This is an optimization exercise on Yosys and OpenROAD, whose aim is a short achievable clock period and few clock cycles, not a production implementation.
The RTL was checked by simulation tests, not by an equivalence proof against the original design.
No activity file was given, so power comes from the tool's default toggle rates.

== rev 12 ==
==> flow/design.v (excerpt) <==
module edf_and_weighted_round_robin_scheduler_core #(
  parameter int unsigned MAX_TASKS = edfwrr_pkg::MaxTasksDef
) (
  input  logic              clk_i,
  input  logic              rst_ni,
  input  logic              in_valid_i,
  output logic              in_stall_o,
  input  logic [54:0]       in_data_i,
  output logic              out_valid_o,
  input  logic              out_stall_i,
  output logic [38:0]       out_data_o,
  input  logic              cfg_we_i,
  input  logic [15:0]       cfg_wdata_i
);
  localparam int N = 16;
  function automatic logic lt16(input logic [15:0] a, input logic [15:0] b);
    logic [15:0] l, g;
    l = ~a & b;
    g = a & ~b;
    for (int s = 0; s < 4; s++) begin
      for (int k = 0; k < 16; k += (2 << s)) begin
        l[k] = l[k + (1 << s)] | (~g[k + (1 << s)] & l[k]);
        g[k] = g[k + (1 << s)] | (~l[k + (1 << s)] & g[k]);
      end
    end
    lt16 = l[0];
  endfunction
  function automatic logic [7:0] sub8(input logic [7:0] a, input logic [7:0] b,
                                      input logic bin);
    logic [7:0] gg, pp, x, c;
    gg = a & ~b;
    pp = a | ~b;
    x  = a ^ ~b;
    for (int s = 0; s < 3; s++) begin
      for (int k = 7; k >= (1 << s); k--) begin
        gg[k] = gg[k] | (pp[k] & gg[k - (1 << s)]);
        pp[k] = pp[k] & pp[k - (1 << s)];
      end
    end
    c[0] = ~bin;
    for (int k = 1; k < 8; k++) c[k] = gg[k-1] | (pp[k-1] & ~bin);
    sub8 = x ^ c;
  endfunction
  function automatic logic [17:0] pair8(input logic [7:0] a, input logic [7:0] b);
    logic [7:0] gg, pp, h, c0, c1;
    gg = a & ~b;
    pp = a | ~b;
    h  = a ^ ~b;
    for (int s = 0; s < 3; s++) begin
      for (int k = 7; k >= (1 << s); k--) begin
        gg[k] = gg[k] | (pp[k] & gg[k - (1 << s)]);
        pp[k] = pp[k] & pp[k - (1 << s)];
      end
    end
    c0[0] = 1'b0;
    c1[0] = 1'b1;
    for (int k = 1; k < 8; k++) begin
      c0[k] = gg[k-1];
      c1[k] = gg[k-1] | pp[k-1];
    end
    pair8 = {!(gg[7] | pp[7]), gg[7], h ^ c1, h ^ c0};
  endfunction
  function automatic logic [15:0] dec16(input logic [15:0] x);
    for (int k = 0; k < 16; k++) begin
      dec16[k] = x[k] ^ ((x & ((16'd1 << k) - 16'd1)) == 16'd0);
    end
  endfunction
  function automatic logic [31:0] inc32(input logic [31:0] x);
    for (int k = 0; k < 32; k++) begin
  ...
clock: 10.0 ns
lec_check: 0
cap_margin: 40
core_margin: 2
core_utilization: 30
place_density: 0.36
setup_slack_margin: 5
slew_margin: 40
tns_end_percent: 5
run.sh (not shown) runs the stock make flow with config.mk's settings and CLKGATE_MAP_FILE= SYNTH_SCRIPT=/design/flow/synth_recipe.tcl, a recipe that flattens the netlist after the stock synthesis.
Rev 12 did not stop at any stage, and its layout met the timing, DRC and antenna checks.
Testbench counts of rev 12, summed over its fixed seeds: cycles 16,893.
Changes in rev 13 relative to rev 12:
--- a/flow/design.v
+++ b/flow/design.v
@@ -473,43 +473,35 @@
       from_here = !pop && fv_q[k];
       from_res  = !from_next && !from_here;
       fd_n[k] = ({39{from_next}} & nxt) | ({39{from_here}} & fd_q[k]) |
                 ({39{from_res}} & res);
     end
   end
   always_ff @(posedge clk_i) begin
     fd_q <= fd_n;
   end
   always_ff @(posedge clk_i) begin
     if (!stall_q) cmd_q <= in_data_i;
   end
-  always_ff @(posedge clk_i or negedge rst_ni) begin
-    if (!rst_ni) begin
-      dlt_q <= '0;
-      dd_q  <= '0;
-    end else begin
-      for (int i = 0; i < N; i++) begin
-        dlt_q[i] <= dlt_n[i];
-        dd_q[i]  <= add_row[i] ? prio_q[7:0] - 8'd1 : dd_w[i];
-      end
-    end
-  end
   always_ff @(posedge clk_i) begin
     for (int i = 0; i < N; i++) begin
       plt_q[i] <= plt_n[i];
+      dlt_q[i] <= dlt_n[i];
       if (add_row[i]) begin
         rt_q[i]   <= cmd_q.task_deadline != 16'd0;
         plen_q[i] <= cmd_q.task_period;
         dlen_q[i] <= cmd_q.task_deadline;
+        dd_q[i]   <= prio_q[7:0] - 8'd1;
         hm_q[i]   <= prio_q[15:8] - 8'd1;
         dly_q[i]  <= 16'd0;
         dly1_q[i] <= 1'b0;
       end else begin
         dly_q[i]  <= dly_n[i];
         dly1_q[i] <= dly1_n[i];
+        dd_q[i]   <= dd_w[i];
       end
     end
   end
   assign in_stall_o  = stall_q;
   assign out_valid_o = fv_q[0];
   assign out_data_o  = fd_q[0];
 endmodule
### Flow results
- No stage failed in rev 13, and the final checks on the layout all came back clean.
- Route | rev 13 vs rev 12 | wire shorter in rev 13
- Any difference in mux share of post-synthesis cell area between rev 12 and rev 13 is small enough to ignore.
- Delta(final worst slack, rev 13 - rev 12) < 0
- Diff rev 12 -> rev 13: number of antenna violations at the first check in global routing rose by 10; met1 demand-to-capacity share in global routing picked up an extra 0.41 points; post-layout total power decreased by 24% relative to the old numbers.
- Compared with rev 12, in rev 13 proportion of layout cells with a drive suffix above 1 climbed 0.30 points; sequential share of layout area climbed 0.73 points; power density of the placed cells dropped 24%; final instance area climbed about 0.33%; non-clock buffer count climbed about 4%.
- Most common library cell in the layout ignoring fill and taps: sky130_fd_sc_hd__nor2_1 -> rev 13, sky130_fd_sc_hd__ha_1 -> rev 12
- Delta (rev 13 minus rev 12): required time at the worst-slack endpoint went up, layout multi-input combinational cell count lost 128.
- Of rev 13 and rev 12, the higher number of iterations in the first detailed-routing pass belongs to rev 12.
Testbench counts of rev 13, summed over its fixed seeds: cycles 16,893.

[static timing again, ports no longer ideal]
How much do the figures lean on ideal ports? The routed layouts below were timed once more, with nothing changed but the port constraints. Step 1: set_driving_cell puts a clkbuf_16 on clk_i and a buf_2 on each other input, an assumption about the parent block. Step 2 moves the port delays by t, midway between the first and last clock arrival at a register: inputs arrive t later, outputs are due t later. That takes back most of the time a late clock gives input paths. a / b / c = ideal / step 1 / step 2; a / b = the first two.
run	t, ns	setup WS [ns]	worst setup path after step 2
rev 12	1.161	4.005 / 4.005 / 4.005	register to register
rev 13	1.169	3.675 / 3.675 / 3.675	register to register
After both steps setup and hold are still met in every run listed.
